This is an optimization exercise on Yosys and OpenROAD, whose aim is small area, a short achievable clock period and few clock cycles per item, not a production implementation.
Only simulation tests tie the RTL to the original design; equivalence was not proved.
Power is estimated from default activity; no workload was simulated.

Setup of build 49:
// digraph_letter_sentence_histogram
module digraph_letter_sentence_histogram (
    input  logic        aclk,
    input  logic        aresetn,
    input  logic        s_valid,
    output logic        s_ready,
    input  logic        s_func,
    input  logic [15:0] s_char_code,
    output logic        m_valid,
    input  logic        m_ready,
    output logic [5:0]  m_letter_index,
    output logic [15:0] m_letter_count,
    output logic [15:0] m_sentence_length,
    output logic        m_last
);
make LEC_CHECK=0 ABC_CLOCK_PERIOD_IN_PS=2700 CAP_MARGIN=20 CORE_MARGIN=2 CORE_UTILIZATION=55 SETUP_SLACK_MARGIN=3.1 SLEW_MARGIN=20 TNS_END_PERCENT=5 finish   # period 6.0 ns
run.sh (not shown) runs the stock make flow with config.mk's settings and CLKGATE_MAP_FILE= SYNTH_SCRIPT=/design/flow/synth_recipe.tcl, a recipe that flattens the netlist after the stock synthesis.
Testbench counts of build 49, summed over its fixed seeds: cycles 34,222, items 32,123.
#### Input delta (build 9 over build 49)
Settings: a change of CORE_UTILIZATION from 55 to 40; a change of SETUP_SLACK_MARGIN from 3.1 to 3.3.
Notes after the runs:
Build 9 vs. build 49: count of clock-buffer cells in the layout went up by 3.
Per the comparison of build 9 with build 49, area taken by multi-input logic gates rose by 1.4%, mean number of vias per cell fell by 9.3%.

Starting RTL as in the previous note.
==> flow/config.mk <==
export PLATFORM = sky130hd
export DESIGN_NAME = digraph_letter_sentence_histogram
export DESIGN_NICKNAME = digraph_letter_sentence_histogram
export VERILOG_FILES = /design/flow/design.v
export SDC_FILE = /design/flow/constraint.sdc
export NUM_CORES = 4
export LEC_CHECK = 0
export ABC_CLOCK_PERIOD_IN_PS = 2700
export CAP_MARGIN = 20
export CORE_MARGIN = 2
export CORE_UTILIZATION = 55
export SETUP_SLACK_MARGIN = 3.3
export SLEW_MARGIN = 20
export TNS_END_PERCENT = 5
==> flow/constraint.sdc <==
create_clock -name core_clock -period 6.0 [get_ports {aclk}]
set_input_delay 1.2000 -clock core_clock [delete_from_list [all_inputs] [get_ports {aclk}]]
set_output_delay 1.2000 -clock core_clock [all_outputs]
set_load 0.01 [all_outputs]
Testbench counts at the start, summed over its fixed seeds: cycles 34,222, items 32,123.
Change:
Settings changed: TNS_END_PERCENT 5 to 1.
After rerunning:
- The changed run finished clean
- total power barely changes
- critical path depth rose by 4
- routed wire length fell by 1.1%
- sequential share of layout area rose by 0.96 points
- die area is unchanged
- hold slack got worse by 0.011 ns
Change:
Settings changed: CTS_BUF_LIST from default to sky130_fd_sc_hd__clkbuf_8, TNS_END_PERCENT 1 to default.
After rerunning:
- The changed run completed without violations
- via count rose by 4.5%
- area after synthesis does not change
- sequential share of layout area fell by 2.8 points
- design area rose by 5.4%
- core utilization rose by 3.5 points
- worst hold slack gets worse by 0.026 ns

digraph_letter_sentence_histogram, a different RTL version from the one above (not shown whole).
Size: roughly 3200 cells after synthesis, roughly 910 flip-flops.
make LEC_CHECK=0 ABC_CLOCK_PERIOD_IN_PS=2700 CAP_MARGIN=20 CORE_MARGIN=2 CORE_UTILIZATION=40 SETUP_SLACK_MARGIN=3.3 SLEW_MARGIN=20 finish   # period 6.0 ns
The first run produced a clean layout.
Testbench counts at the start, summed over its fixed seeds: cycles 34,222, items 32,123.
Change:
--- a/flow/config.mk
+++ b/flow/config.mk
@@ -13 +13,2 @@
 export SLEW_MARGIN = 20
+export TNS_END_PERCENT = 5
The new run went through all stages and came out clean.
Cell area decreases by a few percent.
Worst setup slack gets worse by 28 ps.
Power fell by a few percent.
Non-clock buffer count is lower by 67.
Area after synthesis does not change.
Clock skew shrinks by 13 ps.
Clock power shrinks by a few percent.
Die area is unchanged.
Wire length went down by a few percent.
Register-to-register slack degrades by 30 ps.

digraph_letter_sentence_histogram, a different RTL version from the one above (not shown whole).
Size in the first run: roughly 3100 cells after synthesis, roughly 910 flip-flops, roughly 39000 um^2 of cells after synthesis.
export LEC_CHECK = 0
export ABC_CLOCK_PERIOD_IN_PS = 2700
export CAP_MARGIN = 20
export CORE_MARGIN = 2
export CORE_UTILIZATION = 55
export CTS_BUF_LIST = sky130_fd_sc_hd__clkbuf_8
export SETUP_SLACK_MARGIN = 3.3
export SLEW_MARGIN = 20
create_clock -name core_clock -period 6.0 [get_ports {aclk}]
The starting point ran to the end with no violations.
Testbench counts at the start, summed over its fixed seeds: cycles 35,107, items 32,123.
Change:
Settings changed: CORE_UTILIZATION 55 to 40, CTS_BUF_LIST sky130_fd_sc_hd__clkbuf_8 to default.
Outcome: Worst setup slack improved by 0.30 ns; total power grows by 5.0%; via count shrinks by 3.5%; global-route usage shrinks by 10 points; cell area grows by 1.3%; die area grows by 37%; cell count grows by 4.8%; sequential power shrinks by about 0.6%; flip-flop and latch count does not change; utilization shrinks by 17 points; clock power grows by 14%.
Change:
Settings changed: TNS_END_PERCENT from default to 5.
Setup slack is worse by 0.11 ns.
Total power decreases by about 1.5%.
Routed wire length decreases by about 3.6%.
Synthesized area is unchanged.
Die area does not change.
Worst hold slack is better by 0.014 ns.

[port drivers added, routing unchanged]
Ports are ideal in the flow. The routed layouts listed here were re-timed in OpenROAD.
Step 1 (the two cells are an assumption about what drives the block):
set clk [get_ports {aclk}]
set_driving_cell -lib_cell sky130_fd_sc_hd__clkbuf_16 $clk
set_driving_cell -lib_cell sky130_fd_sc_hd__buf_2 [delete_from_list [all_inputs] $clk]
Step 2 also shifts input and output timing later by t, the mid clock arrival at the registers, as if the neighbouring blocks saw the same clock.
Slacks: no drivers / after step 1 / after step 2; pairs: no drivers / after step 1.
run	shift t [ns]	setup slack, ns	hold slack, ns	worst setup path at the end	slew at the worst register clock pin (ns)
build 49	0.692	2.894 / 2.894 / 2.466	0.420 / 0.420 / 0.420	input to register	0.07 / 0.07
build 9	0.756	2.969 / 2.920 / 2.336	0.409 / 0.409 / 0.409	input to register	0.07 / 0.07
the first run of note 2	0.710	2.968 / 2.968 / 2.442	0.438 / 0.438 / 0.438	input to register	0.07 / 0.07
the second run of note 2	0.704	2.885 / 2.885 / 2.399	0.428 / 0.428 / 0.428	input to register	0.06 / 0.06
the third run of note 2	0.847	2.957 / 2.957 / 2.605	0.401 / 0.401 / 0.401	input to register	0.07 / 0.07
the first run of note 3	0.728	2.972 / 2.972 / 2.669	0.438 / 0.438 / 0.438	input to register	0.07 / 0.07
the second run of note 3	0.733	2.945 / 2.945 / 2.291	0.439 / 0.439 / 0.439	input to register	0.07 / 0.07
the first run of note 4	0.845	2.729 / 2.729 / 2.196	0.393 / 0.393 / 0.393	input to register	0.07 / 0.07
the second run of note 4	0.724	3.025 / 3.025 / 2.582	0.426 / 0.426 / 0.426	input to register	0.07 / 0.07
the third run of note 4	0.732	2.913 / 2.913 / 2.293	0.441 / 0.441 / 0.441	input to register	0.06 / 0.06
After both steps setup and hold are still met in every run listed. The setup slack of the second run of note 3, which loses most, moves by 0.000 ns with the drivers and by -0.654 ns with both steps.
